This design comes from an exercise in tuning for small area, a short achievable clock period and few clock cycles on the open sky130 flow, not from production work. The RTL was checked by simulation tests, not by an equivalence proof against the original design. No activity file was given, so power comes from the tool's default toggle rates.

`design.v`:
```
package sha1bsd_pkg;
  localparam logic [31:0] K_0 = 32'h5a827999;
  localparam logic [31:0] K_1 = 32'h6ed9eba1;
  localparam logic [31:0] K_2 = 32'h8f1bbcdc;
  localparam logic [31:0] K_3 = 32'hca62c1d6;
  localparam logic [31:0] H0_INIT = 32'h67452301;
  localparam logic [31:0] H1_INIT = 32'hefcdab89;
  localparam logic [31:0] H2_INIT = 32'h98badcfe;
  localparam logic [31:0] H3_INIT = 32'h10325476;
  localparam logic [31:0] H4_INIT = 32'hc3d2e1f0;
endpackage
import sha1bsd_pkg::*;
module sha1bsd_core
(
  input  logic        clk,
  input  logic        push,       
  input  logic [31:0] win_in,
  output logic [31:0] sched,      
  input  logic        shift,      
  input  logic        inject,     
  input  logic        drot,       
  input  logic [31:0] inj_val,
  input  logic [1:0]  gsel,       
  input  logic [1:0]  gsel2,      
  output logic [31:0] d_out       
);
  logic [31:0] win [16];
  logic [31:0] a_r, b_r, c_r, d_r, g_r, dk_r;
  logic [31:0] t_sum, f_n, k2_n, g_n, a_n;
  logic [31:0] sx;
  assign sx    = win[13] ^ win[8] ^ win[2] ^ win[0];
  assign sched = {sx[30:0], sx[31]};
  assign d_out = d_r;
  always_ff @(posedge clk) begin
    if (push) begin
      for (int i = 0; i < 15; i++) win[i] <= win[i+1];
      win[15] <= win_in;
    end
  end
  logic [31:0] fb, fc, fd;
  assign fb = a_r;
  assign fc = {b_r[1:0], b_r[31:2]};
  assign fd = {c_r[1:0], c_r[31:2]};
  always_comb begin
    unique case (gsel)
      2'd0:    f_n = fd ^ (fb & (fc ^ fd));
      2'd1:    f_n = fb ^ fc ^ fd;
      2'd2:    f_n = (fb & fc) | (fd & (fb | fc));
      default: f_n = fb ^ fc ^ fd;
    endcase
    unique case (gsel2)
      2'd0:    k2_n = K_0;
      2'd1:    k2_n = K_1;
      2'd2:    k2_n = K_2;
      default: k2_n = K_3;
    endcase
    g_n   = f_n + dk_r;
    t_sum = (inject ? 32'h0 : {a_r[26:0], a_r[31:27]}) + (inject ? 32'h0 : g_r) +
            (inject ? inj_val : win[15]);
    a_n   = t_sum;
  end
  always_ff @(posedge clk) begin
    if (shift) begin
      a_r <= a_n;
      b_r <= a_r;
      c_r <= b_r;
      d_r <= drot ? {c_r[1:0], c_r[31:2]} : c_r;
      g_r <= g_n;
      dk_r <= {c_r[1:0], c_r[31:2]} + k2_n;
    end
  end
endmodule
import sha1bsd_pkg::*;
module sha1_byte_stream_digest
(
  input  logic      clk,
  input  logic      rst_n,
  input  logic      in_valid,
  output logic      in_ready,
  input  logic [8:0]  in_data,
  output logic      out_valid,
  input  logic      out_ready,
  output logic [36:0] out_data
);
  localparam logic [159:0] H_INIT = {H4_INIT, H3_INIT, H2_INIT, H1_INIT, H0_INIT};
  logic [7:0]  wb_r [4];        
  logic [1:0]  bpos_r;          
  logic        wfull_r;         
  logic        finp_r;          
  logic        finp_rep_r;      
  logic        fin_r;           
  logic        nonempty_r;      
  logic        cstart_r;        
  logic        inc_r, newm_r;   
  logic [60:0] total_r;         
  logic        sat_r;           
  logic        in_ready_r;      
  logic        olast_r;         
  logic [6:0]  p_r;             
  logic        pad_r;           
  logic        padfirst_r;      
  logic        lenok_r;         
  logic        pfinal_r;        
  logic        wpend_r;         
  logic [6:0]  r_r;             
  logic [1:0]  gsel_r;          
  logic [1:0]  gsel2_r;         
  logic        r79_r;           
  logic        plt16_r;         
  logic        drot_r;          
  logic        acc_r;           
  logic        inj_r;           
  logic [2:0]  ic_r;            
  logic        hwr_r;           
  logic        rfirst_r;        
  logic        rfinal_r;        
  logic [31:0] h_r [5];
  logic [31:0] iv_r;            
  logic [31:0] hr_r;            
  logic [4:0]  hsel_r;          
  logic        hcon_r;          
  logic        hprep_r;         
  logic        fin_inflight_r;  
  logic        oprep_r;         
  logic        out_busy_r;
  logic [2:0]  out_idx_r;
  logic        out_empty_r;
  logic p_lt16, p_is14, p_is15, p_is80, r_is79;
  logic round_go, r79_go, push_avail, push_go, push_data, pad_push;
  logic xfer, app, fin;
  logic proc_rep, proc_real;
  logic hr_load;
  logic finp_n, pad_n, wfull_n, plt16_n, wpend_n, inj_n;
  logic out_fire;
  logic [31:0] sched, d_out, win_in, inj_val, xadd, sum, hmux;
  logic [31:0] pword;
  assign p_lt16 = plt16_r;
  assign p_is14 = (p_r == 7'd14);
  assign p_is15 = (p_r == 7'd15);
  assign p_is80 = (p_r == 7'd80);
  assign r_is79 = r79_r;
  assign round_go = wpend_r && !inj_r &&
                    (!r_is79 || (hprep_r && !out_busy_r && !oprep_r));
  assign r79_go   = round_go && r_is79;
  assign push_avail = p_lt16 ? (pad_r || wfull_r) : !r_is79;
  assign push_go    = push_avail && !(wpend_r && inj_r);
  assign push_data  = push_go && p_lt16 && !pad_r;
  assign pad_push   = push_go && p_lt16 && pad_r;
  assign in_ready = in_ready_r;
  assign xfer     = in_valid && in_ready;
  assign app      = xfer && !in_data[8];
  assign fin      = xfer && in_data[8];
  assign proc_rep  = finp_r && finp_rep_r && !fin_inflight_r && !out_busy_r &&
                     !oprep_r && !inj_r;
  assign proc_real = finp_r && !finp_rep_r && !fin_inflight_r && !wfull_r;
  assign out_fire = out_busy_r && out_ready;
  assign finp_n   = fin || (finp_r && !proc_real && !proc_rep);
  assign pad_n    = proc_real || (pad_r && !(pad_push && p_is15 && lenok_r));
  assign wfull_n  = !push_data && ((app && (bpos_r == 2'd3)) || wfull_r);
  assign plt16_n  = r79_go || (push_go ? ((p_r[6:4] == 3'd0) && (p_r[3:0] != 4'd15)) : plt16_r);
  assign wpend_n  = push_go || (wpend_r && !round_go);
  assign inj_n    = r79_go || (inj_r && (ic_r != 3'd4));
  assign hr_load  = !(out_busy_r && !out_ready) && !(hprep_r && !r79_go);
  always_comb begin
    for (int j = 0; j < 4; j++) begin
      if (!pad_r || (j < bpos_r))                    pword[31-8*j -: 8] = wb_r[j];
      else if (padfirst_r && (j == bpos_r))          pword[31-8*j -: 8] = 8'h80;
      else                                           pword[31-8*j -: 8] = 8'h00;
    end
    if (!p_lt16)                                     win_in = sched;
    else if (!pad_r || padfirst_r)                   win_in = pword;
    else if (lenok_r && p_is14)                      win_in = total_r[60:29];
    else if (lenok_r && p_is15)                      win_in = {total_r[28:0], 3'b000};
    else                                             win_in = 32'h0;
  end
  assign xadd = d_out;
  assign sum  = hr_r + xadd;
  logic [2:0]  ic_nx;
  logic        rf_nx;
  logic [31:0] iv_n;
  assign ic_nx = (!rst_n || r79_go) ? 3'd0 : ic_r + 3'd1;
  assign rf_nx = !rst_n || (r79_go ? pfinal_r : rfinal_r);
  always_comb begin
    if (rf_nx) begin
      unique case (ic_nx)
        3'd0:    iv_n = {H4_INIT[29:0], H4_INIT[31:30]};
        3'd1:    iv_n = {H3_INIT[29:0], H3_INIT[31:30]};
        3'd2:    iv_n = {H2_INIT[29:0], H2_INIT[31:30]};
        3'd3:    iv_n = H1_INIT;
        default: iv_n = H0_INIT;
      endcase
    end else if (ic_nx[2] || (ic_nx == 3'd3)) begin
      iv_n = sum;
    end else begin
      iv_n = {sum[29:0], sum[31:30]};
    end
  end
  assign inj_val = iv_r;
  always_comb begin
    hmux = '0;
    for (int i = 0; i < 5; i++)
      if (hsel_r[i]) hmux = hmux | (hcon_r ? H_INIT[32*i +: 32] : h_r[i]);
  end
  sha1bsd_core u_core (
    .clk     (clk),
    .push    (push_go),
    .win_in  (win_in),
    .sched   (sched),
    .shift   (round_go || inj_r),
    .inject  (inj_r),
    .drot    (drot_r),
    .inj_val (inj_val),
    .gsel    (gsel_r),
    .gsel2   (gsel2_r),
    .d_out   (d_out)
  );
  always_ff @(posedge clk) begin
    for (int j = 0; j < 4; j++)
      if (in_ready && (bpos_r == j)) wb_r[j] <= in_data[7:0];
    if (inc_r) begin
      if (newm_r)      total_r <= 61'd1;
      else if (!sat_r) total_r <= total_r + 61'd1;
    end
    iv_r <= iv_n;
    if (r79_go)                                  h_r[4] <= sum;
    if (inj_r && hwr_r && (ic_r == 3'd0))        h_r[3] <= sum;
    if (inj_r && hwr_r && (ic_r == 3'd1))        h_r[2] <= sum;
    if (inj_r && hwr_r && (ic_r == 3'd2))        h_r[1] <= sum;
    if (inj_r && hwr_r && (ic_r == 3'd3))        h_r[0] <= sum;
    if (hr_load) hr_r <= hmux;
  end
  always_ff @(posedge clk) begin
    if (!rst_n) begin
      bpos_r         <= '0;
      wfull_r        <= 1'b0;
      finp_r         <= 1'b0;
      finp_rep_r     <= 1'b0;
      fin_r          <= 1'b0;
      nonempty_r     <= 1'b0;
      cstart_r       <= 1'b1;
      inc_r          <= 1'b0;
      newm_r         <= 1'b0;
      sat_r          <= 1'b0;
      in_ready_r     <= 1'b1;
      olast_r        <= 1'b0;
      p_r            <= '0;
      pad_r          <= 1'b0;
      padfirst_r     <= 1'b0;
      lenok_r        <= 1'b0;
      pfinal_r       <= 1'b0;
      wpend_r        <= 1'b0;
      r_r            <= '0;
      gsel_r         <= '0;
      gsel2_r        <= '0;
      r79_r          <= 1'b0;
      plt16_r        <= 1'b1;
      drot_r         <= 1'b0;
      acc_r          <= 1'b1;
      inj_r          <= 1'b1;
      ic_r           <= '0;
      hwr_r          <= 1'b0;
      rfirst_r       <= 1'b1;
      rfinal_r       <= 1'b1;
      hsel_r         <= '0;
      hcon_r         <= 1'b0;
      hprep_r        <= 1'b0;
      fin_inflight_r <= 1'b0;
      oprep_r        <= 1'b0;
      out_busy_r     <= 1'b0;
      out_idx_r      <= '0;
      out_empty_r    <= 1'b0;
    end else begin
      inc_r  <= app;
      newm_r <= cstart_r;
      if (inc_r) sat_r <= !newm_r && (sat_r || (total_r == {{60{1'b1}}, 1'b0}));
      in_ready_r <= !finp_n && !pad_n && (!wfull_n || (plt16_n && !(wpend_n && inj_n)));
      if (app) begin
        bpos_r     <= bpos_r + 2'd1;
        nonempty_r <= 1'b1;
        fin_r      <= 1'b0;
        cstart_r   <= 1'b0;
      end
      if (fin) begin
        finp_r     <= 1'b1;
        finp_rep_r <= fin_r || !nonempty_r;
        fin_r      <= 1'b1;
        cstart_r   <= 1'b1;
      end
      if (push_data)                     wfull_r <= 1'b0;
      else if (app && (bpos_r == 2'd3))  wfull_r <= 1'b1;
      if (proc_real) begin
        finp_r         <= 1'b0;
        pad_r          <= 1'b1;
        padfirst_r     <= 1'b1;
        lenok_r        <= !(p_is14 || p_is15);
        fin_inflight_r <= 1'b1;
      end
      if (proc_rep) begin
        finp_r      <= 1'b0;
        oprep_r     <= 1'b1;
        out_empty_r <= !nonempty_r;
      end
      if (pad_push) begin
        padfirst_r <= 1'b0;
        if (padfirst_r) bpos_r <= '0;
        if (p_is15) begin
          if (lenok_r) begin
            pad_r    <= 1'b0;
            pfinal_r <= 1'b1;
          end else begin
            lenok_r  <= 1'b1;
          end
        end
      end
      acc_r <= !finp_n && !pad_n;
      if (r79_go) begin
        p_r     <= '0;
        plt16_r <= 1'b1;
      end else if (push_go) begin
        p_r     <= p_r + 7'd1;
        plt16_r <= (p_r[6:4] == 3'd0) && (p_r[3:0] != 4'd15);
      end
      if (push_go)       wpend_r <= 1'b1;
      else if (round_go) wpend_r <= 1'b0;
      if (round_go) begin
        r_r <= r_is79 ? 7'd0 : r_r + 7'd1;
        r79_r <= (r_r == 7'd78);
        if (r_r == 7'd77) drot_r <= 1'b1;
        if (r_r == 7'd17) gsel2_r <= 2'd1;
        if (r_r == 7'd37) gsel2_r <= 2'd2;
        if (r_r == 7'd57) gsel2_r <= 2'd3;
        if (r_r == 7'd77) gsel2_r <= 2'd0;
        if (r_r == 7'd18) gsel_r <= 2'd1;
        if (r_r == 7'd38) gsel_r <= 2'd2;
        if (r_r == 7'd58) gsel_r <= 2'd3;
        if (r_is79)       gsel_r <= 2'd0;
      end
      if (r79_go) begin
        inj_r    <= 1'b1;
        ic_r     <= '0;
        hwr_r    <= 1'b1;
        rfinal_r <= pfinal_r;
        pfinal_r <= 1'b0;
      end
      if (inj_r) begin
        ic_r <= ic_r + 3'd1;
        if (ic_r == 3'd0) drot_r <= 1'b0;
        if (ic_r == 3'd4) begin
          inj_r    <= 1'b0;
          rfirst_r <= rfinal_r;
          if (rfinal_r && hwr_r) begin
            fin_inflight_r <= 1'b0;
            out_busy_r     <= 1'b1;
            out_idx_r      <= '0;
            out_empty_r    <= 1'b0;
          end
        end
      end
      if (oprep_r) begin
        oprep_r    <= 1'b0;
        out_busy_r <= 1'b1;
        out_idx_r  <= '0;
      end
      if (out_fire) begin
        olast_r <= (out_idx_r == 3'd3);
        if (out_idx_r == 3'd4) begin
          out_busy_r <= 1'b0;
          out_idx_r  <= '0;
        end else begin
          out_idx_r  <= out_idx_r + 3'd1;
        end
      end
      if (inj_r || r79_go || proc_rep || oprep_r || out_busy_r)
        hprep_r <= 1'b0;
      else if (!hprep_r)
        hprep_r <= (hsel_r == 5'b10000) && (hcon_r == rfirst_r);
      if (inj_r) begin
        unique case (ic_r)
          3'd0: begin hsel_r <= 5'b00010; hcon_r <= rfirst_r; end
          3'd1: begin hsel_r <= 5'b00001; hcon_r <= rfirst_r; end
          3'd2: begin hsel_r <= 5'b00001; hcon_r <= rfirst_r; end
          3'd3: begin
            hsel_r <= (rfinal_r && hwr_r) ? 5'b00001 : 5'b10000;
            hcon_r <= rfinal_r && !hwr_r;
          end
          default: begin
            hsel_r <= (rfinal_r && hwr_r) ? 5'b00010 : 5'b10000;
            hcon_r <= rfinal_r && !hwr_r;
          end
        endcase
      end else if (r79_go) begin
        hsel_r <= 5'b00100;
        hcon_r <= rfirst_r;
      end else if (proc_rep) begin
        hsel_r <= nonempty_r ? 5'b00001 : 5'b00000;
        hcon_r <= 1'b0;
      end else if (oprep_r) begin
        hsel_r <= {hsel_r[3:0], 1'b0};
      end else if (out_busy_r) begin
        if (out_fire) begin
          if (out_idx_r == 3'd4) begin
            hsel_r <= 5'b10000;
            hcon_r <= rfirst_r;
          end else begin
            hsel_r <= {hsel_r[3:0], 1'b0};
          end
        end
      end else if (hprep_r || ((hsel_r == 5'b10000) && (hcon_r == rfirst_r))) begin
        hsel_r <= 5'b01000;
        hcon_r <= rfirst_r;
      end else begin
        hsel_r <= 5'b10000;
        hcon_r <= rfirst_r;
      end
    end
  end
  assign out_valid = out_busy_r;
  assign out_data  = {hr_r, out_idx_r, olast_r, out_empty_r};
endmodule
```
`flow/run.sh`:
```
#!/bin/bash
bash standard.sh SETUP_SLACK_MARGIN=6 finish > standard.log 2>&1
```
`standard.sh`:
```
#!/bin/bash
# synth_recipe.tcl (not shown) runs the flow's synth.tcl, then flattens the netlist and writes it again
# the make line also repeats each setting of config.mk as NAME=value (left out here)
make -C /OpenROAD-flow-scripts/flow DESIGN_CONFIG=/design/flow/config.mk WORK_HOME=/design/flow/orfs CLKGATE_MAP_FILE= SYNTH_SCRIPT=/design/flow/synth_recipe.tcl "${@:-finish}"
```
`config.mk`:
```
export PLATFORM = sky130hd
export DESIGN_NAME = sha1_byte_stream_digest
export DESIGN_NICKNAME = sha1_byte_stream_digest
export VERILOG_FILES = /design/flow/design.v
export SDC_FILE = /design/flow/constraint.sdc
export NUM_CORES = 4
export LEC_CHECK = 0
export CAP_MARGIN = 20
export CORE_MARGIN = 2
export CORE_UTILIZATION = 40
export SETUP_SLACK_MARGIN = 5
export SLEW_MARGIN = 20
```
`constraint.sdc`:
```
create_clock -name core_clock -period 9.0 [get_ports {clk}]
set_input_delay 1.8000 -clock core_clock [delete_from_list [all_inputs] [get_ports {clk}]]
set_output_delay 1.8000 -clock core_clock [all_outputs]
set_load 0.01 [all_outputs]
```
==> out/results.ini, run 1 <==
[clock_network]
insertion_delay_ns=0.70
cts_buffers=106
cts.path.max_buffers=3
cts.root.buffer_cell=clkbuf_16
cts_max_level=3
cts_tree=done
path_clk_slew_ns=0.07
cts_sinks=1081
postCtsHoldBufs=0

[yosys]
synth_seq_cells=1081
synth_cell_types=85
synthCells=3561
ys_top_cells_by_area=edfxtp_1, ha_1, dfxtp_1
synth.cell_area_mm2=0.0484
yosysTopAreaCellShare=0.613
syn_nets=3818
ys.flop_type=edfxtp_1
synthTopCellsByCount=edfxtp_1, nor2_1, a21oi_1, ha_1, inv_1
synth_edf_count=989
synth_warnings=5
synth_most_common_cell=edfxtp_1
yosysSeqAreaShare=0.651
yosys.area.top_type=edfxtp_1
syn_area_per_cell_um2=13.6
synthArstFlopShare=0

[layout]
diodes=0
area_growth_pct=22.9
final_nets=4145
drive_above_1_share=0.230
finalNonFillerCells=5590

[power]
p_clk_frac=0.235
combPwrFrac=0.363
p_per_area_mw_per_mm2=345
p_int_mw=13.5
peakVddDrop_v=0.000232
swShare=0.342
seqPwrFrac=0.402
p_leak_nw=21.7
switchingPower_mw=7.03

[routing]
drtIter0Drc=3107
dr.pass1.iters=5
antenna_left=0
wl_um=123000
drc_errors=0
via_per_inst=5.42
wl_per_cell_um=21.9
vias=30300

[global_routing]
grt_pass1_vias=28700
grt_pass1_wl_um=179000
grt_util_all_layers=0.189
overflow=0
antenna_found_initial=1
grt_max_degree=202

[placement]
dpl.cell_count=5138
dp_hpwl_um=75900
globalplace.congestion=0.891
io_buffers=51

[floorplanning]
die_y_um=352
core_area_mm2=0.120
dieWidth_um=352
die_area_mm2=0.124
rows=127
io_pins=52
start_util=0.404

[timing]
min_period_ns=3.75
slew-limit-headroom=0.324
min_period_over_period=0.416
rsz0062_at_grt=true
tightestPinTransition_ns=1.01
hold_viol=0
fin_skew_ns=0.0268
slew_viol_final=0
fin_tns_setup_ns=0
max_freq_mhz=267
setup_violations=0

[setup_path]
cp-start-kind=flop
path_max_fanout=7
worstSetupPathType=flop to flop
endpoint_kind=flop
required_ns=9.43
cp_data_arrival_time_ns=4.17

[status]
status=complete, no violations

[run]
maxCapViolCount=0

[hold_path]
hp-class=flop to flop

-- cells in the final DEF, fill, tap and decap left out, types with 88 or more instances in the layout --
cell	Yosys	layout
clkbuf_16	0	108
a21oi_1	220	183
nor2_1	242	227
xnor2_1	192	171
xor2_1	103	88
buf_4	2	201
ha_1	209	156
inv_1	194	176
nand2_1	156	144
edfxtp_1	989	989
o21ai_0	101	89
-- final cells by class --
| class | instances | area, um2 |
|---|---|---|
| Fill cell | 10100 | 60400 |
| Sequential cell | 1081 | 31600 |
| Multi-Input combinational cell | 2161 | 18200 |
| Timing Repair Buffer | 340 | 3200 |
| Clock buffer | 122 | 2750 |
| Tap cell | 1612 | 2020 |
| Clock inverter | 76 | 1060 |
| Inverter | 198 | 763 |
-- metal layers --
layer	vias to the layer above	track usage	wire length [um]
li1	13900	-	-
met4	0	0.0570	3670
met1	15200	0.279	56700
met2	940	0.287	54900
met5	-	0	0
met3	210	0.0294	7420
-- stage by stage --
stage          worst slack (ns)  utilization  total power [mW]  hold slack, ns  cell area (um2)
2_1_floorplan              5.27            -              11.5           0.400            48800
3_3_place_gp               4.38        0.425              13.4           0.401            51000
3_5_place_dp               4.33        0.425              13.4           0.405            51000
4_1_cts                    5.33        0.483              19.6           0.401            57900
5_1_grt                    5.14        0.496              21.4           0.415            59500
6_report                   5.25        0.496              20.6           0.407            59500
-- cells by family (layout without fill, tap and decap cells) --
| kind of cell | count (synthesis) | count (layout) | synth area share |
|---|---|---|---|
| compound gates | 723 | 723 | 0.0980 |
| simple gates | 797 | 797 | 0.0811 |
| flops | 1081 | 1081 | 0.651 |
| buf+inv | 319 | 736 | 0.0256 |
| mux | 102 | 102 | 0.0220 |
| fa+ha+maj | 244 | 244 | 0.0685 |
| xor+xnor | 295 | 295 | 0.0534 |
-- sequential cells by signal, indices dropped and copies added, names as in the netlist, 32 cells and up --
| signal | cells |
|---|---|
| h_r | 160 |
| hr_r | 32 |
| iv_r | 32 |
| total_r | 61 |
| u_core.a_r | 32 |
| u_core.b_r | 32 |
| u_core.c_r | 32 |
| u_core.d_r | 32 |
| u_core.dk_r | 32 |
| u_core.g_r | 32 |
| u_core.win | 512 |
| wb_r | 32 |
-- power groups by stage --
| stage | registers [mW] | logic (mW) | clock network (mW) |
|---|---|---|---|
| floorplan | 7.90 | 3.62 | 0 |
| global placement | 8.40 | 4.96 | 0 |
| detailed placement | 8.41 | 5.00 | 0 |
| CTS | 8.24 | 6.44 | 4.92 |
| global route | 8.35 | 7.97 | 5.11 |
| finish | 8.26 | 7.47 | 4.82 |
-- worst max-delay path, cell delays in order (launching register included) --
cell	delay (ns)
dfxtp_4	0.40
buf_16	0.17
buf_8	0.14
nand2b_4	0.14
fa_1	0.52
inv_2	0.06
ha_4	0.21
a211oi_2	0.23
o21bai_2	0.12
o211ai_1	0.32
a41oi_2	0.24
a2111oi_4	0.44
o21ai_2	0.11
a21o_1	0.18
a21oi_2	0.13
xnor2_1	0.07
-- final timing paths --
path	from	endpoint	slack, ns	cells past startpoint
worst min-delay path	u_core.win[11][28]	u_core.win[10][28]	0.41	0
worst max-delay path	inj_r	u_core.a_r[28]	5.25	15
worst min register to register	u_core.win[11][28]	u_core.win[10][28]	0.41	0
worst max register to register	inj_r	u_core.a_r[28]	5.25	15
-- what timing repair did --
action                     in CTS  in global routing
gates resized for setup       486                203
buffers inserted              174                 71
pin swaps                     143                122
gates cloned                    7                  2
setup endpoints to repair     514                387
Testbench counts, summed over its fixed seeds: cycles 34,281.
==> inputs of run 2 (changes only) <==
--- a/design.v
+++ b/design.v
@@ -73,4 +73,5 @@
 import sha1bsd_pkg::*;
 module sha1_byte_stream_digest
+#(parameter int FB = 8)          
 (
   input  logic      clk,
@@ -94,4 +95,11 @@
   logic        inc_r, newm_r;   
   logic [60:0] total_r;         
+  logic [31:0] fq_r [FB];       
+  logic [3:0]  fcnt_r;
+  logic        fnz_r;           
+  logic        fnf_r;           
+  logic        fwr, fpop;
+  logic [3:0]  fcnt_n;
+  logic [31:0] dword;
   logic        sat_r;           
   logic        in_ready_r;      
@@ -143,5 +151,5 @@
                     (!r_is79 || (hprep_r && !out_busy_r && !oprep_r));
   assign r79_go   = round_go && r_is79;
-  assign push_avail = p_lt16 ? (pad_r || wfull_r) : !r_is79;
+  assign push_avail = p_lt16 ? (pad_r || wfull_r || fnz_r) : !r_is79;
   assign push_go    = push_avail && !(wpend_r && inj_r);
   assign push_data  = push_go && p_lt16 && !pad_r;
@@ -153,16 +161,20 @@
   assign proc_rep  = finp_r && finp_rep_r && !fin_inflight_r && !out_busy_r &&
                      !oprep_r && !inj_r;
-  assign proc_real = finp_r && !finp_rep_r && !fin_inflight_r && !wfull_r;
+  assign proc_real = finp_r && !finp_rep_r && !fin_inflight_r && !wfull_r && !fnz_r;
   assign out_fire = out_busy_r && out_ready;
   assign finp_n   = fin || (finp_r && !proc_real && !proc_rep);
   assign pad_n    = proc_real || (pad_r && !(pad_push && p_is15 && lenok_r));
-  assign wfull_n  = !push_data && ((app && (bpos_r == 2'd3)) || wfull_r);
+  assign wfull_n  = !((push_data && !fnz_r) || fwr) && ((app && (bpos_r == 2'd3)) || wfull_r);
   assign plt16_n  = r79_go || (push_go ? ((p_r[6:4] == 3'd0) && (p_r[3:0] != 4'd15)) : plt16_r);
   assign wpend_n  = push_go || (wpend_r && !round_go);
   assign inj_n    = r79_go || (inj_r && (ic_r != 3'd4));
   assign hr_load  = !(out_busy_r && !out_ready) && !(hprep_r && !r79_go);
+  assign dword  = fnz_r ? fq_r[fcnt_r - 4'd1] : {wb_r[0], wb_r[1], wb_r[2], wb_r[3]};
+  assign fpop   = push_data && fnz_r;
+  assign fwr    = wfull_r && !(push_data && !fnz_r) && (fnf_r || fpop);
+  assign fcnt_n = fcnt_r + {3'd0, fwr} - {3'd0, fpop};
   always_comb begin
     for (int j = 0; j < 4; j++) begin
-      if (!pad_r || (j < bpos_r))                    pword[31-8*j -: 8] = wb_r[j];
+      if (!pad_r || (j < bpos_r))                    pword[31-8*j -: 8] = dword[31-8*j -: 8];
       else if (padfirst_r && (j == bpos_r))          pword[31-8*j -: 8] = 8'h80;
       else                                           pword[31-8*j -: 8] = 8'h00;
@@ -223,4 +235,8 @@
     end
     iv_r <= iv_n;
+    if (fwr) begin
+      for (int i = FB-1; i > 0; i--) fq_r[i] <= fq_r[i-1];
+      fq_r[0] <= {wb_r[0], wb_r[1], wb_r[2], wb_r[3]};
+    end
     if (r79_go)                                  h_r[4] <= sum;
     if (inj_r && hwr_r && (ic_r == 3'd0))        h_r[3] <= sum;
@@ -233,4 +249,7 @@
     if (!rst_n) begin
       bpos_r         <= '0;
+      fcnt_r         <= '0;
+      fnz_r          <= 1'b0;
+      fnf_r          <= 1'b1;
       wfull_r        <= 1'b0;
       finp_r         <= 1'b0;
@@ -274,5 +293,6 @@
       newm_r <= cstart_r;
       if (inc_r) sat_r <= !newm_r && (sat_r || (total_r == {{60{1'b1}}, 1'b0}));
-      in_ready_r <= !finp_n && !pad_n && (!wfull_n || (plt16_n && !(wpend_n && inj_n)));
+      in_ready_r <= !finp_n && !pad_n && (!wfull_n || (fcnt_n != FB) ||
+                    ((fcnt_n == 4'd0) && plt16_n && !(wpend_n && inj_n)));
       if (app) begin
         bpos_r     <= bpos_r + 2'd1;
@@ -287,6 +307,8 @@
         cstart_r   <= 1'b1;
       end
-      if (push_data)                     wfull_r <= 1'b0;
-      else if (app && (bpos_r == 2'd3))  wfull_r <= 1'b1;
+      wfull_r <= wfull_n;
+      fcnt_r  <= fcnt_n;
+      fnz_r   <= (fcnt_n != 4'd0);
+      fnf_r   <= (fcnt_n != FB);
       if (proc_real) begin
         finp_r         <= 1'b0;
==> run.sh (new file) <==
#!/bin/bash
# synth_recipe.tcl (not shown) runs the flow's synth.tcl, then flattens the netlist and writes it again
# the make line also repeats each setting of config.mk as NAME=value (left out here)
make -C /OpenROAD-flow-scripts/flow DESIGN_CONFIG=/design/flow/config.mk WORK_HOME=/design/flow/orfs CLKGATE_MAP_FILE= SYNTH_SCRIPT=/design/flow/synth_recipe.tcl finish
removed: flow/run.sh
removed: standard.sh
==> run 2 against run 1 <==
Still clean. Final cell count increased by 12%. Sequential cell count increased by 262. Sequential power increased by about 30%. Clock-buffer cell count increased by 38. Synthesized cell count increased by 16%. Critical path type unchanged.
==> out/results.ini, run 2 <==
[power]
p_leak_nw=23.4
peakVddDrop_v=0.000217
p_per_area_mw_per_mm2=343

[routing]
via_per_inst=5.46
dr.pass1.iters=10
drc_errors=0
antenna_left=0
vias=34300
wl_um=139000
wl_per_cell_um=22.2
drtIter0Drc=3219

[timing]
fin_tns_setup_ns=0
hold_viol=0
setup_violations=0
max_freq_mhz=253
slew_viol_final=0
rsz0062_at_grt=true
slew-limit-headroom=0.182
min_period_ns=3.95
tightestPinTransition_ns=1.22
fin_skew_ns=0.0234
whs_ns=0.399
min_period_over_period=0.439

[setup_path]
slowest_delay_ns=0.47
endpoint_kind=flop
ff2ff_path_depth=16
required_ns=9.50
path_cells=inv_1 -> ha_1 -> nor2_1 -> nor2_2 -> ha_1 -> inv_1 -> fa_1 -> nor2b_1 -> o31a_1 -> o41ai_4 -> o31ai_4 -> o41ai_4 -> a21oi_2 -> a41oi_2 -> nor4_2 -> a211o_1
worst_path_max_delay_cell=o41ai_4
ff2ff_setup_slack_ns=5.05
worstSetupPathType=flop to flop
cp_data_arrival_time_ns=4.45
cp-start-kind=flop
path_max_fanout=6

[yosys]
synth_top_family_by_area=compound AO/OA/AOI/OAI gates
yosys.area_share.adder=0.0573
synth_compound_area_frac=0.0979
yosysTopAreaCellShare=0.637
synth_edf_count=1245
synth_cell_types=96
synthMuxAreaShare=0.0328
synthCells=4130
yosysSeqAreaShare=0.670
synthTopCellsByCount=edfxtp_1, o21ai_0, nor2_1, ha_1, nand2_1
synth.cell_area_mm2=0.0587
yosys.area.top_type=edfxtp_1
ys_top_cells_by_area=edfxtp_1, ha_1, dfxtp_1
synth_most_common_cell=edfxtp_1
ys.flop_type=edfxtp_1
syn_area_per_cell_um2=14.2
synthArstFlopShare=0
synth_seq_cells=1343
synth_simple_gate_area_frac=0.0753
synth_warnings=6
syn_nets=4390
synth_xor_area_frac=0.0439

[clock_network]
cts.root.buffer_cell=clkbuf_16
postCtsHoldBufs=0
cts_max_level=4
path_clk_slew_ns=0.07
cts_sinks=1343
insertion_delay_ns=0.77
cts.path.max_buffers=3
cts_buffers=137
cts_tree=done

[status]
status=complete, no violations

[layout]
layout_commonest_cell=edfxtp_1
final_nets=4500
drive_above_1_share=0.113
largest_reg_flops=512
layout_common_cells=edfxtp_1, o21ai_0, nor2_1
area_growth_pct=13.9
reg_top3=u_core.win: 512 flops, fq_r: 256 flops, h_r: 160 flops
largest-register=u_core.win
finalNonFillerCells=6270

[placement]
dp_hpwl_um=91200
globalplace.congestion=0.876
io_buffers=51
dpl.cell_count=5983

[global_routing]
grt_pass1_wl_um=208000
antenna_found_initial=9
grt_util_all_layers=0.182
grt_max_degree=180
overflow=0
grt_pass1_vias=32800

[floorplanning]
core_area_mm2=0.146
io_pins=52
die_area_mm2=0.150
rows=140
start_util=0.403
die_y_um=387
dieWidth_um=387

[run]
maxCapViolCount=0

[hold_path]
min_delay_path_depth=0
hp-class=flop to flop

==> run 2: cell types whose count changed in the layout (fill, tap and decap cells not counted), sizes merged, moves of 25 or more <==
cell	before	now
a21oi	220	176
a22oi	46	21
buf	323	72
clkbuf	124	161
clkdlybuf4s50	11	50
edfxtp	989	1245
mux2	35	78
nand2	157	210
nand2b	71	22
nor2b	60	90
o21ai	141	243
==> run 2: timing repair <==
item	CTS	global route
endpoints found under the setup margin	48	114
cloned	5	1
resized for setup	44	33
setup buffers	11	18
pin swaps	13	24
==> run 2: metrics by stage <==
| step | total power, mW | area, um2 | utilization | setup slack, ns |
|---|---|---|---|---|
| 2_1_floorplan | 14.8 | 58800 | - | -1.16 |
| 3_3_place_gp | 16.8 | 61400 | 0.421 | 4.02 |
| 3_5_place_dp | 16.9 | 61400 | 0.421 | 3.95 |
| 4_1_cts | 22.9 | 66500 | 0.456 | 4.99 |
| 5_1_grt | 24.1 | 66800 | 0.459 | 4.90 |
| 6_report | 22.9 | 66800 | 0.459 | 5.05 |
==> run 2: power breakdown <==
part | internal, mW | switching, mW
sequential | 9.53 | 1.17
combinational | 2.40 | 4.01
clock | 3.31 | 2.49
total | 15.2 | 7.67
==> run 2: worst paths after layout <==
kind / start / endpoint
worst max-delay path: gsel2_r[0] / u_core.dk_r[30]
worst min-delay path: u_core.win[11][2] / u_core.win[10][2]
worst max register to register: gsel2_r[0] / u_core.dk_r[30]
worst min register to register: u_core.win[11][2] / u_core.win[10][2]
==> run 2: area by class of cell <==
class | count | area [um2]
sequential | 1343 | 39400
fill | 12800 | 78900
antenna | 1 | 2.50
clock inverter | 91 | 1060
timing repair buffer | 127 | 1320
inverter | 184 | 702
tap | 1917 | 2400
multi-input combinational | 2447 | 18400
clock buffer | 160 | 3560
==> run 2: layer usage <==
metal  track usage  wire (um)  vias up
met5             0          0        -
met4        0.0585       3900        0
met3        0.0284       8120      201
met2         0.283      63600     1008
met1         0.262      63600    17200
li1              -          -    15900
==> run 2: kinds of logic (layout without fill, tap and decap cells) <==
| group | Yosys count | after routing |
|---|---|---|
| DFF | 1343 | 1343 |
| and+or+nand+nor | 884 | 884 |
| AOI/OAI and AO/OA | 862 | 862 |
| buffers and inverters | 340 | 562 |
| xor gates and xnor gates | 294 | 294 |
| adders and majority gates | 247 | 247 |
| muxes | 160 | 160 |
| other | 0 | 1 |
==> run 2: critical path: cells and delay by family, from the launching register on <==
family / cells / cell delay [ns]
buf+inv: 2 / 0.23
flops: 1 / 0.43
simple gates: 4 / 0.37
compound gates: 7 / 1.96
fa+ha+maj: 3 / 0.71
Testbench counts of run 2, summed over its fixed seeds: cycles 27,482.
==> inputs of run 3 (changes only) <==
--- a/config.mk
+++ b/config.mk
@@ -8,5 +8,7 @@
 export CAP_MARGIN = 20
 export CORE_MARGIN = 2
-export CORE_UTILIZATION = 40
+export CORE_UTILIZATION = 55
+export CTS_CLUSTER_DIAMETER = 100
+export CTS_CLUSTER_SIZE = 24
 export SETUP_SLACK_MARGIN = 5
 export SLEW_MARGIN = 20
==> run 3 against run 2 <==
Cell area decreased by 5.1%. Register-to-register slack about the same. Clock power decreased by 42%. Critical path depth decreased by 3. Synthesized cell count unchanged. Critical path type unchanged. Critical endpoint is now u_core.a_r[29].
==> out/results.ini, run 3 <==
[layout]
largest_reg_flops=512
drive_above_1_share=0.0878
final_nets=4429
area_growth_pct=8.10
fill_cells=8110
reg_top3=u_core.win: 512 flops, fq_r: 256 flops, h_r: 160 flops
multi_input_area_mm2=0.0185
layout_commonest_cell=edfxtp_1
ff_latch_area_mm2=0.0394
layout_common_cells=edfxtp_1, o21ai_0, nor2_1
finalNonFillerCells=5585
largest-register=u_core.win

[timing]
fin_skew_ns=0.0397
setup_ws_ns=5.06
rsz0062_at_grt=true
min_period_ns=3.94
min_period_over_period=0.438
slew_viol_final=0
setup_violations=0
slew-limit-headroom=0.276
hold_viol=0
max_freq_mhz=254
tightestPinTransition_ns=1.08

[global_routing]
antenna_found_initial=8
grt_max_degree=154
grt_pass1_wl_um=201000
grt_util_all_layers=0.247
grt_pass1_vias=31400
overflow=0

[clock_network]
cts.root.buffer_cell=clkbuf_16
cts_sinks=1343
cts_buffers=66
cts_tree=done
cts_max_level=3
path_clk_slew_ns=0.10
postCtsHoldBufs=0
insertion_delay_ns=0.68
cts.path.max_buffers=3

[yosys]
synth_most_common_cell=edfxtp_1
synth_seq_cells=1343
synth_cell_types=96
synthTopCellsByCount=edfxtp_1, o21ai_0, nor2_1, ha_1, nand2_1
ys_top_cells_by_area=edfxtp_1, ha_1, dfxtp_1
synthArstFlopShare=0
synth_edf_count=1245
ys.flop_type=edfxtp_1
synthCells=4130
syn_area_per_cell_um2=14.2
syn_nets=4390
yosysSeqAreaShare=0.670
synth.cell_area_mm2=0.0587
yosys.area.top_type=edfxtp_1
synth_warnings=6
yosysTopAreaCellShare=0.637

[setup_path]
required_ns=9.40
endpoint_kind=flop
cp-start-kind=flop
worst_path_max_delay_cell=fa_1
cp_data_arrival_time_ns=4.34
crit_buf_inv=1
path_cells=buf_16 -> mux2_2 -> fa_1 -> ha_4 -> a211o_1 -> a21oi_2 -> or3b_4 -> nor3_4 -> nor2_2 -> a2111o_1 -> nand2_2 -> a31oi_4 -> xor2_1
path_delay_family=compound AO/OA/AOI/OAI gates
path_max_fanout=5
slowest_delay_ns=0.53
worstSetupPathType=flop to flop

[hold_path]
hp-class=flop to flop

[status]
status=complete, no violations

[placement]
post-place-ws_ns=4.04
io_buffers=51
dpl.cell_count=5457
globalplace.congestion=0.869
dp_hpwl_um=90700

[power]
peakVddDrop_v=0.000238
p_per_area_mw_per_mm2=321
p_leak_nw=22.1

[routing]
wl_per_cell_um=24.3
vias=33300
drtIter0Drc=3518
antenna_left=0
via_per_inst=5.97
drc_errors=0
dr.pass1.iters=8
wl_um=136000

[floorplanning]
io_pins=52
core_area_mm2=0.106
start_util=0.556
die_area_mm2=0.109
dieWidth_um=331
die_y_um=331
rows=119

[run]
maxCapViolCount=0

run 3: cell counts after synthesis:
No cell type changed its count.
run 3: logic make-up (layout without fill, tap and decap cells):
kind of cell    after synthesis  in the layout  share of synthesized area
other cells                   0              1                          0
buf+inv                     340            403                     0.0224
simple gates                884            884                     0.0753
flops                      1343           1343                      0.670
xor+xnor                    294            294                     0.0439
mux                         160            160                     0.0328
fa+ha+maj                   247            247                     0.0573
compound gates              862            862                     0.0979
run 3: layer usage:
metal,global-route usage,share of wire
met1,0.368,0.46
met2,0.390,0.47
met4,0.0635,0.027
met3,0.0275,0.047
met5,0,0
run 3: per-stage QoR:
step | cell area, um2 | util | hold slack (ns) | total power, mW | setup TNS (ns)
floorplan | 58800 | - | 0.400 | 14.8 | -306.69
detailed placement | 60800 | 0.576 | 0.405 | 17.0 | 0
global placement | 60800 | 0.576 | 0.400 | 16.9 | 0
global route | 63400 | 0.601 | 0.407 | 21.4 | 0
CTS | 63100 | 0.598 | 0.399 | 20.4 | 0
finish | 63400 | 0.601 | 0.405 | 20.3 | 0
run 3: power breakdown:
group	total, mW	switching (mW)	internal (mW)
clock	3.34	1.93	1.40
sequential	10.7	1.19	9.51
combinational	6.31	3.95	2.36
total	20.3	7.07	13.3
run 3: cell type report:
type	count	share of cell area
sequential	1343	0.621
multi-input combinational	2447	0.291
clock buffer	82	0.0275
tap	1391	0.0274
timing repair buffer	127	0.0203
inverter	184	0.0111
clock inverter	10	0.00235
antenna	1	0.0000394
run 3: repair_timing:
action / 4_1_cts / 5_1_grt
buffers inserted: 16 / 15
cloned: 3 / 1
resized for setup: 33 / 46
pin swaps: 16 / 25
endpoints found under the setup margin: 38 / 37
run 3: path summary, 6_finish.rpt:
kind	start	to	slack [ns]	cells after the start
worst min register to register	u_core.win[9][17]	u_core.win[8][17]	0.40	0
worst max-delay path	inj_r	u_core.a_r[29]	5.06	13
worst min-delay path	u_core.win[9][17]	u_core.win[8][17]	0.40	0
worst max register to register	inj_r	u_core.a_r[29]	5.06	13
run 3: worst register-to-register path: stages (launching register included):
cell and delay (ns):
dfxtp_4 0.47, buf_16 0.15, mux2_2 0.34, fa_1 0.53, ha_4 0.22, a211o_1 0.27, a21oi_2 0.12, or3b_4 0.40
nor3_4 0.22, nor2_2 0.06, a2111o_1 0.46, nand2_2 0.14, a31oi_4 0.11, xor2_1 0.17
==> inputs of run 4 (changes only) <==
--- a/design.v
+++ b/design.v
@@ -26,5 +26,5 @@
 );
   logic [31:0] win [16];
-  logic [31:0] a_r, b_r, c_r, d_r, g_r, dk_r;
+  logic [31:0] a_r, b_r, c_r, d_r, g_r;
   logic [31:0] t_sum, f_n, k2_n, g_n, a_n;
   logic [31:0] sx;
@@ -49,5 +49,5 @@
       default: f_n = fb ^ fc ^ fd;
     endcase
-    unique case (gsel2)
+    unique case (gsel)
       2'd0:    k2_n = K_0;
       2'd1:    k2_n = K_1;
@@ -55,5 +55,5 @@
       default: k2_n = K_3;
     endcase
-    g_n   = f_n + dk_r;
+    g_n   = f_n + {d_r[1:0], d_r[31:2]} + k2_n;
     t_sum = (inject ? 32'h0 : {a_r[26:0], a_r[31:27]}) + (inject ? 32'h0 : g_r) +
             (inject ? inj_val : win[15]);
@@ -67,5 +67,4 @@
       d_r <= drot ? {c_r[1:0], c_r[31:2]} : c_r;
       g_r <= g_n;
-      dk_r <= {c_r[1:0], c_r[31:2]} + k2_n;
     end
   end
@@ -73,5 +72,4 @@
 import sha1bsd_pkg::*;
 module sha1_byte_stream_digest
-#(parameter int FB = 8)          
 (
   input  logic      clk,
@@ -95,11 +93,4 @@
   logic        inc_r, newm_r;   
   logic [60:0] total_r;         
-  logic [31:0] fq_r [FB];       
-  logic [3:0]  fcnt_r;
-  logic        fnz_r;           
-  logic        fnf_r;           
-  logic        fwr, fpop;
-  logic [3:0]  fcnt_n;
-  logic [31:0] dword;
   logic        sat_r;           
   logic        in_ready_r;      
@@ -125,10 +116,7 @@
   logic [31:0] h_r [5];
   logic [31:0] iv_r;            
-  logic [31:0] hr_r;            
   logic [4:0]  hsel_r;          
   logic        hcon_r;          
-  logic        hprep_r;         
   logic        fin_inflight_r;  
-  logic        oprep_r;         
   logic        out_busy_r;
   logic [2:0]  out_idx_r;
@@ -138,5 +126,4 @@
   logic xfer, app, fin;
   logic proc_rep, proc_real;
-  logic hr_load;
   logic finp_n, pad_n, wfull_n, plt16_n, wpend_n, inj_n;
   logic out_fire;
@@ -149,7 +136,7 @@
   assign r_is79 = r79_r;
   assign round_go = wpend_r && !inj_r &&
-                    (!r_is79 || (hprep_r && !out_busy_r && !oprep_r));
+                    (!r_is79 || !out_busy_r);
   assign r79_go   = round_go && r_is79;
-  assign push_avail = p_lt16 ? (pad_r || wfull_r || fnz_r) : !r_is79;
+  assign push_avail = p_lt16 ? (pad_r || wfull_r) : !r_is79;
   assign push_go    = push_avail && !(wpend_r && inj_r);
   assign push_data  = push_go && p_lt16 && !pad_r;
@@ -160,21 +147,16 @@
   assign fin      = xfer && in_data[8];
   assign proc_rep  = finp_r && finp_rep_r && !fin_inflight_r && !out_busy_r &&
-                     !oprep_r && !inj_r;
-  assign proc_real = finp_r && !finp_rep_r && !fin_inflight_r && !wfull_r && !fnz_r;
+                     !inj_r && !r_is79;
+  assign proc_real = finp_r && !finp_rep_r && !fin_inflight_r && !wfull_r;
   assign out_fire = out_busy_r && out_ready;
   assign finp_n   = fin || (finp_r && !proc_real && !proc_rep);
   assign pad_n    = proc_real || (pad_r && !(pad_push && p_is15 && lenok_r));
-  assign wfull_n  = !((push_data && !fnz_r) || fwr) && ((app && (bpos_r == 2'd3)) || wfull_r);
+  assign wfull_n  = !push_data && ((app && (bpos_r == 2'd3)) || wfull_r);
   assign plt16_n  = r79_go || (push_go ? ((p_r[6:4] == 3'd0) && (p_r[3:0] != 4'd15)) : plt16_r);
   assign wpend_n  = push_go || (wpend_r && !round_go);
   assign inj_n    = r79_go || (inj_r && (ic_r != 3'd4));
-  assign hr_load  = !(out_busy_r && !out_ready) && !(hprep_r && !r79_go);
-  assign dword  = fnz_r ? fq_r[fcnt_r - 4'd1] : {wb_r[0], wb_r[1], wb_r[2], wb_r[3]};
-  assign fpop   = push_data && fnz_r;
-  assign fwr    = wfull_r && !(push_data && !fnz_r) && (fnf_r || fpop);
-  assign fcnt_n = fcnt_r + {3'd0, fwr} - {3'd0, fpop};
   always_comb begin
     for (int j = 0; j < 4; j++) begin
-      if (!pad_r || (j < bpos_r))                    pword[31-8*j -: 8] = dword[31-8*j -: 8];
+      if (!pad_r || (j < bpos_r))                    pword[31-8*j -: 8] = wb_r[j];
       else if (padfirst_r && (j == bpos_r))          pword[31-8*j -: 8] = 8'h80;
       else                                           pword[31-8*j -: 8] = 8'h00;
@@ -187,5 +169,5 @@
   end
   assign xadd = d_out;
-  assign sum  = hr_r + xadd;
+  assign sum  = hmux + xadd;
   logic [2:0]  ic_nx;
   logic        rf_nx;
@@ -235,8 +217,4 @@
     end
     iv_r <= iv_n;
-    if (fwr) begin
-      for (int i = FB-1; i > 0; i--) fq_r[i] <= fq_r[i-1];
-      fq_r[0] <= {wb_r[0], wb_r[1], wb_r[2], wb_r[3]};
-    end
     if (r79_go)                                  h_r[4] <= sum;
     if (inj_r && hwr_r && (ic_r == 3'd0))        h_r[3] <= sum;
@@ -244,12 +222,8 @@
     if (inj_r && hwr_r && (ic_r == 3'd2))        h_r[1] <= sum;
     if (inj_r && hwr_r && (ic_r == 3'd3))        h_r[0] <= sum;
-    if (hr_load) hr_r <= hmux;
   end
   always_ff @(posedge clk) begin
     if (!rst_n) begin
       bpos_r         <= '0;
-      fcnt_r         <= '0;
-      fnz_r          <= 1'b0;
-      fnf_r          <= 1'b1;
       wfull_r        <= 1'b0;
       finp_r         <= 1'b0;
@@ -283,7 +257,5 @@
       hsel_r         <= '0;
       hcon_r         <= 1'b0;
-      hprep_r        <= 1'b0;
       fin_inflight_r <= 1'b0;
-      oprep_r        <= 1'b0;
       out_busy_r     <= 1'b0;
       out_idx_r      <= '0;
@@ -293,6 +265,5 @@
       newm_r <= cstart_r;
       if (inc_r) sat_r <= !newm_r && (sat_r || (total_r == {{60{1'b1}}, 1'b0}));
-      in_ready_r <= !finp_n && !pad_n && (!wfull_n || (fcnt_n != FB) ||
-                    ((fcnt_n == 4'd0) && plt16_n && !(wpend_n && inj_n)));
+      in_ready_r <= !finp_n && !pad_n && (!wfull_n || (plt16_n && !(wpend_n && inj_n)));
       if (app) begin
         bpos_r     <= bpos_r + 2'd1;
@@ -307,8 +278,6 @@
         cstart_r   <= 1'b1;
       end
-      wfull_r <= wfull_n;
-      fcnt_r  <= fcnt_n;
-      fnz_r   <= (fcnt_n != 4'd0);
-      fnf_r   <= (fcnt_n != FB);
+      if (push_data)                     wfull_r <= 1'b0;
+      else if (app && (bpos_r == 2'd3))  wfull_r <= 1'b1;
       if (proc_real) begin
         finp_r         <= 1'b0;
@@ -320,5 +289,6 @@
       if (proc_rep) begin
         finp_r      <= 1'b0;
-        oprep_r     <= 1'b1;
+        out_busy_r  <= 1'b1;
+        out_idx_r   <= '0;
         out_empty_r <= !nonempty_r;
       end
@@ -368,20 +338,15 @@
         ic_r <= ic_r + 3'd1;
         if (ic_r == 3'd0) drot_r <= 1'b0;
+        if ((ic_r == 3'd3) && rfinal_r && hwr_r) begin
+          fin_inflight_r <= 1'b0;
+          out_busy_r     <= 1'b1;
+          out_idx_r      <= '0;
+          out_empty_r    <= 1'b0;
+        end
         if (ic_r == 3'd4) begin
           inj_r    <= 1'b0;
           rfirst_r <= rfinal_r;
-          if (rfinal_r && hwr_r) begin
-            fin_inflight_r <= 1'b0;
-            out_busy_r     <= 1'b1;
-            out_idx_r      <= '0;
-            out_empty_r    <= 1'b0;
-          end
         end
       end
-      if (oprep_r) begin
-        oprep_r    <= 1'b0;
-        out_busy_r <= 1'b1;
-        out_idx_r  <= '0;
-      end
       if (out_fire) begin
         olast_r <= (out_idx_r == 3'd3);
@@ -393,12 +358,17 @@
         end
       end
-      if (inj_r || r79_go || proc_rep || oprep_r || out_busy_r)
-        hprep_r <= 1'b0;
-      else if (!hprep_r)
-        hprep_r <= (hsel_r == 5'b10000) && (hcon_r == rfirst_r);
-      if (inj_r) begin
+      if (out_busy_r) begin
+        if (out_fire) begin
+          if (out_idx_r == 3'd4) begin
+            hsel_r <= 5'b10000;
+            hcon_r <= rfirst_r;
+          end else begin
+            hsel_r <= {hsel_r[3:0], 1'b0};
+          end
+        end
+      end else if (inj_r) begin
         unique case (ic_r)
-          3'd0: begin hsel_r <= 5'b00010; hcon_r <= rfirst_r; end
-          3'd1: begin hsel_r <= 5'b00001; hcon_r <= rfirst_r; end
+          3'd0: begin hsel_r <= 5'b00100; hcon_r <= rfirst_r; end
+          3'd1: begin hsel_r <= 5'b00010; hcon_r <= rfirst_r; end
           3'd2: begin hsel_r <= 5'b00001; hcon_r <= rfirst_r; end
           3'd3: begin
@@ -407,28 +377,14 @@
           end
           default: begin
-            hsel_r <= (rfinal_r && hwr_r) ? 5'b00010 : 5'b10000;
-            hcon_r <= rfinal_r && !hwr_r;
+            hsel_r <= 5'b10000;
+            hcon_r <= rfinal_r;
           end
         endcase
       end else if (r79_go) begin
-        hsel_r <= 5'b00100;
+        hsel_r <= 5'b01000;
         hcon_r <= rfirst_r;
       end else if (proc_rep) begin
         hsel_r <= nonempty_r ? 5'b00001 : 5'b00000;
         hcon_r <= 1'b0;
-      end else if (oprep_r) begin
-        hsel_r <= {hsel_r[3:0], 1'b0};
-      end else if (out_busy_r) begin
-        if (out_fire) begin
-          if (out_idx_r == 3'd4) begin
-            hsel_r <= 5'b10000;
-            hcon_r <= rfirst_r;
-          end else begin
-            hsel_r <= {hsel_r[3:0], 1'b0};
-          end
-        end
-      end else if (hprep_r || ((hsel_r == 5'b10000) && (hcon_r == rfirst_r))) begin
-        hsel_r <= 5'b01000;
-        hcon_r <= rfirst_r;
       end else begin
         hsel_r <= 5'b10000;
@@ -438,4 +394,4 @@
   end
   assign out_valid = out_busy_r;
-  assign out_data  = {hr_r, out_idx_r, olast_r, out_empty_r};
+  assign out_data  = {hmux, out_idx_r, olast_r, out_empty_r};
 endmodule
--- a/config.mk
+++ b/config.mk
@@ -8,7 +8,5 @@
 export CAP_MARGIN = 20
 export CORE_MARGIN = 2
-export CORE_UTILIZATION = 55
-export CTS_CLUSTER_DIAMETER = 100
-export CTS_CLUSTER_SIZE = 24
+export CORE_UTILIZATION = 40
 export SETUP_SLACK_MARGIN = 5
 export SLEW_MARGIN = 20
==> run 4 against run 3 <==
Still clean. Power down 17%. First-iteration DRC count down 23%. Clock skew is 0.021 ns higher. Synthesized cell count shrank 17%. Combinational power down 8.6%. Fmax fell by 2.3%. Core utilization shrank 12 points. Area after synthesis fell by 22%. Die area increased by 7.6%. Critical path type unchanged. Highest routed layer unchanged.
==> out/results.ini, run 4 <==
[setup_path]
path_cells=inv_4 -> ha_4 -> inv_12 -> buf_12 -> buf_16 -> nand2_4 -> o21ai_4 -> o21ai_2 -> fa_1 -> inv_2 -> ha_4 -> inv_2 -> fa_2 -> nor2b_2 -> o31a_1 -> o31ai_4 -> buf_4 -> a31oi_4 -> nand3_2 -> nand3_2 -> a21o_1 -> a21oi_2 -> xnor2_1
crit_buf_inv=7
slowest_delay_ns=0.43
worst_path_max_delay_cell=fa_1
endpoint_kind=flop
worstSetupPathType=flop to flop
cp-start-kind=flop
cp_data_arrival_time_ns=4.43
path_delay_family=adder cells
path_max_fanout=8
required_ns=9.39

[timing]
min_period_over_period=0.448
rsz0062_at_grt=true
hold_viol=0
tightestPinTransition_ns=1.05
min_period_ns=4.04
max_freq_mhz=248
fin_tns_setup_ns=0
setup_violations=0
slew_viol_final=0
setup_ws_ns=4.96
fin_skew_ns=0.0606
slew-limit-headroom=0.301

[yosys]
synth_edf_count=925
synthTopCellsByCount=edfxtp_1, nor2_1, a21oi_1, inv_1, nand2_1
synth_xor_area_frac=0.0522
synth_seq_cells=1013
synth_warnings=5
syn_nets=3676
synthArstFlopShare=0
synth_top_family_by_area=compound AO/OA/AOI/OAI gates
syn_area_per_cell_um2=13.4
synthCells=3420
ys_top_cells_by_area=edfxtp_1, ha_1, dfxtp_1
synth.cell_area_mm2=0.0460
yosysSeqAreaShare=0.643
yosys.area.top_type=edfxtp_1
synthMuxAreaShare=0.0244
synth_simple_gate_area_frac=0.0788
synth_compound_area_frac=0.0982
ys.flop_type=edfxtp_1
synth_cell_types=91
yosys.area_share.adder=0.0761
yosysTopAreaCellShare=0.604
synth_most_common_cell=edfxtp_1

[layout]
layout_common_cells=edfxtp_1, nor2_1, nand2_1
layout_commonest_cell=edfxtp_1
area_growth_pct=18.6
largest-register=u_core.win
largest_reg_flops=512
ff_latch_area_mm2=0.0296
final_nets=3903
finalNonFillerCells=5245
fill_cells=9988
drive_above_1_share=0.185
multi_input_area_mm2=0.0164
reg_top3=u_core.win: 512 flops, h_r: 160 flops, total_r: 61 flops

[routing]
via_per_inst=5.36
drc_errors=0
vias=28100
dr.pass1.iters=6
antenna_left=0
drtIter0Drc=2726
wl_um=111000
wl_per_cell_um=21.2

[power]
switchingPower_mw=5.65
swShare=0.335
p_int_mw=11.2
p_clk_frac=0.262
p_leak_nw=19.7
seqPwrFrac=0.396
peakVddDrop_v=0.000213
total_power_mw=16.9
p_per_area_mw_per_mm2=310
combPwrFrac=0.342

[global_routing]
overflow=0
grt_pass1_vias=26800
grt_max_degree=177
grt_pass1_wl_um=166000
antenna_found_initial=5
grt_util_all_layers=0.184

[status]
status=complete, no violations

[clock_network]
cts_buffers=98
insertion_delay_ns=0.70
cts_sinks=1013
path_clk_slew_ns=0.06
cts_max_level=3
cts.root.buffer_cell=clkbuf_16
cts.path.max_buffers=3
cts_tree=done

[placement]
post-place-ws_ns=3.66
io_buffers=51
globalplace.congestion=0.864
dp_hpwl_um=71400
dpl.cell_count=4891

[hold_path]
hp-class=flop to flop

[floorplanning]
die_y_um=343
rows=124
die_area_mm2=0.118
core_area_mm2=0.114
io_pins=52
start_util=0.402
dieWidth_um=343

[run]
maxCapViolCount=0

[run 4: what timing repair did]
item | 4_1_cts | 5_1_grt
endpoints found under the setup margin | 208 | 169
setup buffers | 94 | 62
endpoints found under the hold margin | 0 | 0
pin swaps | 64 | 109
hold buffers | 0 | 0
cloned | 9 | 3
gates resized for setup | 249 | 189
[run 4: area by class of cell]
type | count | area share
Antenna cell | 1 | 0.0000459
Clock buffer | 113 | 0.0483
Clock inverter | 72 | 0.0162
Inverter | 203 | 0.0144
Multi-Input combinational cell | 2081 | 0.301
Sequential cell | 1013 | 0.543
Tap cell | 1512 | 0.0347
Timing Repair Buffer | 249 | 0.0427
Timing Repair inverter | 1 | 0.000115
[run 4: final timing paths]
check	startpoint	to	slack, ns	depth (start not counted)
max	gsel_r[0]	u_core.g_r[23]	4.96	23
min	u_core.win[10][8]	u_core.win[9][8]	0.38	0
max reg2reg	gsel_r[0]	u_core.g_r[23]	4.96	23
min reg2reg	u_core.win[10][8]	u_core.win[9][8]	0.38	0
[run 4: power groups by stage]
stage               logic, mW  clock network [mW]  registers (mW)
global route             6.29                4.71            6.72
finish                   5.77                4.42            6.67
CTS                      5.07                4.52            6.67
global placement         4.52                   0            6.77
floorplan                3.37                   0            6.53
detailed placement       4.57                   0            6.78
[run 4: kinds of logic after synthesis]
logic type,count (synthesis)
adder cells (fa/ha/maj),243
multiplexers,104
AND/OR/NAND/NOR,753
AO/OA/AOI/OAI,706
XOR/XNOR,274
flip-flops,1013
buffers and inverters,327
[run 4: stage by stage]
| step | area [um2] | hold slack [ns] | util |
|---|---|---|---|
| after global routing | 54500 | 0.394 | 0.477 |
| final | 54500 | 0.383 | 0.477 |
| after floorplan | 46000 | 0.400 | - |
| after detailed placement | 48200 | 0.405 | 0.422 |
| after CTS | 53300 | 0.369 | 0.467 |
| after global placement | 48200 | 0.400 | 0.422 |
[run 4: metal layers]
metal,vias up,global-route usage,part of all wire
li1,13000,-,-
met1,14100,0.272,0.46
met2,799,0.279,0.45
met3,170,0.0298,0.058
met4,0,0.0551,0.030
met5,-,0,0
[run 4: worst register-to-register path: stages, from the launching register on]
cell	delay (ns)
dfxtp_4	0.36
inv_4	0.06
ha_4	0.21
inv_12	0.07
buf_12	0.14
buf_16	0.14
nand2_4	0.08
o21ai_4	0.05
o21ai_2	0.15
fa_1	0.43
inv_2	0.09
ha_4	0.14
inv_2	0.03
fa_2	0.35
nor2b_2	0.14
o31a_1	0.23
o31ai_4	0.10
buf_4	0.16
a31oi_4	0.26
nand3_2	0.13
nand3_2	0.10
a21o_1	0.12
a21oi_2	0.05
xnor2_1	0.14
Testbench counts of run 4, summed over its fixed seeds: cycles 34,272.
==> inputs of run 5 (changes only) <==
--- a/design.v
+++ b/design.v
@@ -26,5 +26,5 @@
 );
   logic [31:0] win [16];
-  logic [31:0] a_r, b_r, c_r, d_r, g_r;
+  logic [31:0] a_r, b_r, c_r, d_r, g_r, dk_r;
   logic [31:0] t_sum, f_n, k2_n, g_n, a_n;
   logic [31:0] sx;
@@ -49,5 +49,5 @@
       default: f_n = fb ^ fc ^ fd;
     endcase
-    unique case (gsel)
+    unique case (gsel2)
       2'd0:    k2_n = K_0;
       2'd1:    k2_n = K_1;
@@ -55,5 +55,5 @@
       default: k2_n = K_3;
     endcase
-    g_n   = f_n + {d_r[1:0], d_r[31:2]} + k2_n;
+    g_n   = f_n + dk_r;
     t_sum = (inject ? 32'h0 : {a_r[26:0], a_r[31:27]}) + (inject ? 32'h0 : g_r) +
             (inject ? inj_val : win[15]);
@@ -67,4 +67,5 @@
       d_r <= drot ? {c_r[1:0], c_r[31:2]} : c_r;
       g_r <= g_n;
+      dk_r <= {c_r[1:0], c_r[31:2]} + k2_n;
     end
   end
==> run 5 against run 4 <==
Synthesized cell count grew 6.0%. Sequential power is 4.0% higher. Clock skew decreased by 0.022 ns. Largest cell class unchanged. Combinational power decreased by 7.1%. Fmax fell by 0.59%. Critical endpoint is now out_data[36]. Critical path depth shrank 18. Routed wire length is 6.1% higher.
==> out/results.ini, run 5 <==
[floorplanning]
dieWidth_um=349
die_area_mm2=0.122
die_y_um=349
io_pins=52
start_util=0.404
rows=126
core_area_mm2=0.118

[hold_path]
hp-class=flop to flop
min_delay_path_depth=0

[global_routing]
grt_util_all_layers=0.188
grt_pass1_wl_um=174000
antenna_found_initial=2
grt_pass1_vias=27500
overflow=0
grt_max_degree=160

[placement]
placed_cell_area_mm2=0.0499
globalplace.congestion=0.879
dpl.cell_count=5111
dp_hpwl_um=78500
io_buffers=51

[routing]
drc_errors=0
highest_layer=met4
vias=29300
dr.pass1.iters=5
routed-wl-met3_um=6240
drtIter0Drc=2414
wl_um=118000
wl_per_cell_um=21.8
antenna_left=0
met2_wirelength_um=52800
wl_met1_um=55000
via_per_inst=5.41

[power]
p_per_area_mw_per_mm2=301
total_power_mw=16.6
peakVddDrop_v=0.000168
p_leak_nw=19.9

[setup_path]
path_max_fanout=6
required_ns=7.20
endpoint_kind=primary output
cp-start-kind=flop
worstSetupPathType=flop to primary output
cp_data_arrival_time_ns=2.26
slowest_delay_ns=0.41
ff2ff_path_depth=14
worst_path_max_delay_cell=dfxtp_4
path_cells=clkbuf_2 -> o21ai_0 -> o2111ai_4 -> buf_12 -> dlygate4sd2_1

[clock_network]
cts.path.max_buffers=3
cts_buffers=104
cts_tree=done
cts.root.buffer_cell=clkbuf_16
insertion_delay_ns=0.71
path_clk_slew_ns=0.06
cts_max_level=3
postCtsHoldBufs=0
cts_sinks=1047

[timing]
rsz0062_at_grt=true
fin_skew_ns=0.0384
slew-limit-headroom=0.169
hold_viol=0
slew_viol_final=0
fin_tns_setup_ns=0
min_period_over_period=0.451
tightestPinTransition_ns=1.24
max_freq_mhz=246
setup_violations=0
min_period_ns=4.06

[yosys]
ys.flop_type=edfxtp_1
synthTopCellsByCount=edfxtp_1, nor2_1, a21oi_1, ha_1, xnor2_1
synthMuxAreaShare=0.0165
synth_simple_gate_area_frac=0.0857
synth_xor_area_frac=0.0563
synth_warnings=5
synth_edf_count=957
synth_compound_area_frac=0.109
ys_top_cells_by_area=edfxtp_1, ha_1, dfxtp_1
yosysSeqAreaShare=0.640
syn_nets=3879
yosys.area_share.adder=0.0689
synth_most_common_cell=edfxtp_1
synth_seq_cells=1047
synthCells=3624
yosysTopAreaCellShare=0.602
synth.cell_area_mm2=0.0477
synth_cell_types=89
synthArstFlopShare=0
synth_top_family_by_area=compound AO/OA/AOI/OAI gates
syn_area_per_cell_um2=13.2
yosys.area.top_type=edfxtp_1

[layout]
diodes=0
layout_commonest_cell=edfxtp_1
layout_common_cells=edfxtp_1, nor2_1, a21oi_1
fill_cells=10400
drive_above_1_share=0.141
fin_area_mm2=0.0552
final_nets=4050
finalNonFillerCells=5417
reg_top3=u_core.win: 512 flops, h_r: 160 flops, total_r: 61 flops
largest_reg_flops=512
largest-register=u_core.win
area_growth_pct=15.6
final_util=0.467

[status]
status=complete, no violations

[run]
maxCapViolCount=0

==> run 5: routing by layer <==
metal  global-route usage  vias to the layer above
met1                0.273                    14500
met4               0.0654                        0
met5                    0                        -
li1                     -                    13800
met2                0.290                      766
met3               0.0250                      196
==> run 5: cell type report <==
cell class / instances / area [um2] / share of cell area
multi-input combinational: 2284 / 16800 / 0.304
sequential: 1047 / 30600 / 0.554
clock inverter: 60 / 567 / 0.0103
clock buffer: 132 / 2790 / 0.0506
inverter: 166 / 624 / 0.0113
tap: 1536 / 1920 / 0.0348
timing repair buffer: 192 / 1910 / 0.0346
==> run 5: worst paths after layout <==
check | start | end | slack, ns
min | u_core.win[9][16] | u_core.win[8][16] | 0.40
max | hcon_r | out_data[36] | 4.94
min reg2reg | u_core.win[9][16] | u_core.win[8][16] | 0.40
max reg2reg | hsel_r[2] | iv_r[12] | 5.04
==> run 5: power breakdown <==
| group | internal, mW | total [mW] | switching (mW) |
|---|---|---|---|
| Combinational | 2.15 | 5.36 | 3.21 |
| Sequential | 6.42 | 6.94 | 0.518 |
| Clock | 2.40 | 4.29 | 1.88 |
| Total | 11.0 | 16.6 | 5.61 |
==> run 5: kinds of logic after synthesis <==
logic type / after synthesis
AO/OA/AOI/OAI: 826
XOR/XNOR: 307
adder cells (fa/ha/maj): 242
buffers and inverters: 293
flip-flops: 1047
multiplexers: 71
AND/OR/NAND/NOR: 838
==> run 5: metrics by stage <==
step	hold WS [ns]	worst slack (ns)
after global placement	0.400	4.08
after detailed placement	0.405	4.03
after global routing	0.402	4.89
final	0.400	4.94
after CTS	0.397	4.97
after floorplan	0.400	5.03
==> run 5: critical path, delay by kind of cell (launching register included) <==
family | cells | cell delay, ns
buffers and inverters | 3 | 0.63
DFF | 1 | 0.41
AOI/OAI and AO/OA | 2 | 0.52
==> run 5: what timing repair did <==
item                       in CTS  in global routing
setup endpoints to repair     249                360
setup buffers                  53                 52
gates cloned                    4                  5
pin swaps                      39                 45
resized for setup             179                120
Testbench counts of run 5, summed over its fixed seeds: cycles 34,272.

==> separate check: timing with driven ports <==
Ports are ideal in the flow. The routed layouts listed here were re-timed in OpenROAD. Step 1 assumes that a clkbuf_16 drives the clock port and a buf_2 every other input. Step 2 also shifts input and output timing later by t, the mid clock arrival at the registers, as if the neighbouring blocks saw the same clock. Three values: ideal ports, drivers, drivers and shift; two values: the first two.
| run | shift t [ns] | setup WS [ns] | worst setup path after step 2 | cell pins on the clock port's net |
|---|---|---|---|---|
| run 1 | 0.758 | 5.252 / 5.252 / 5.252 | register to register | 1 |
| run 2 | 0.827 | 5.051 / 5.051 / 4.516 | input to register | 1 |
| run 3 | 0.732 | 5.056 / 5.056 / 4.808 | input to register | 1 |
| run 4 | 0.744 | 4.964 / 4.964 / 4.567 | input to register | 1 |
| run 5 | 0.772 | 4.940 / 4.863 / 4.558 | input to register | 1 |
After both steps every run listed still meets setup and hold. For run 2, which loses most, drivers alone change the setup slack by 0.000 ns; drivers and shift together by -0.535 ns.
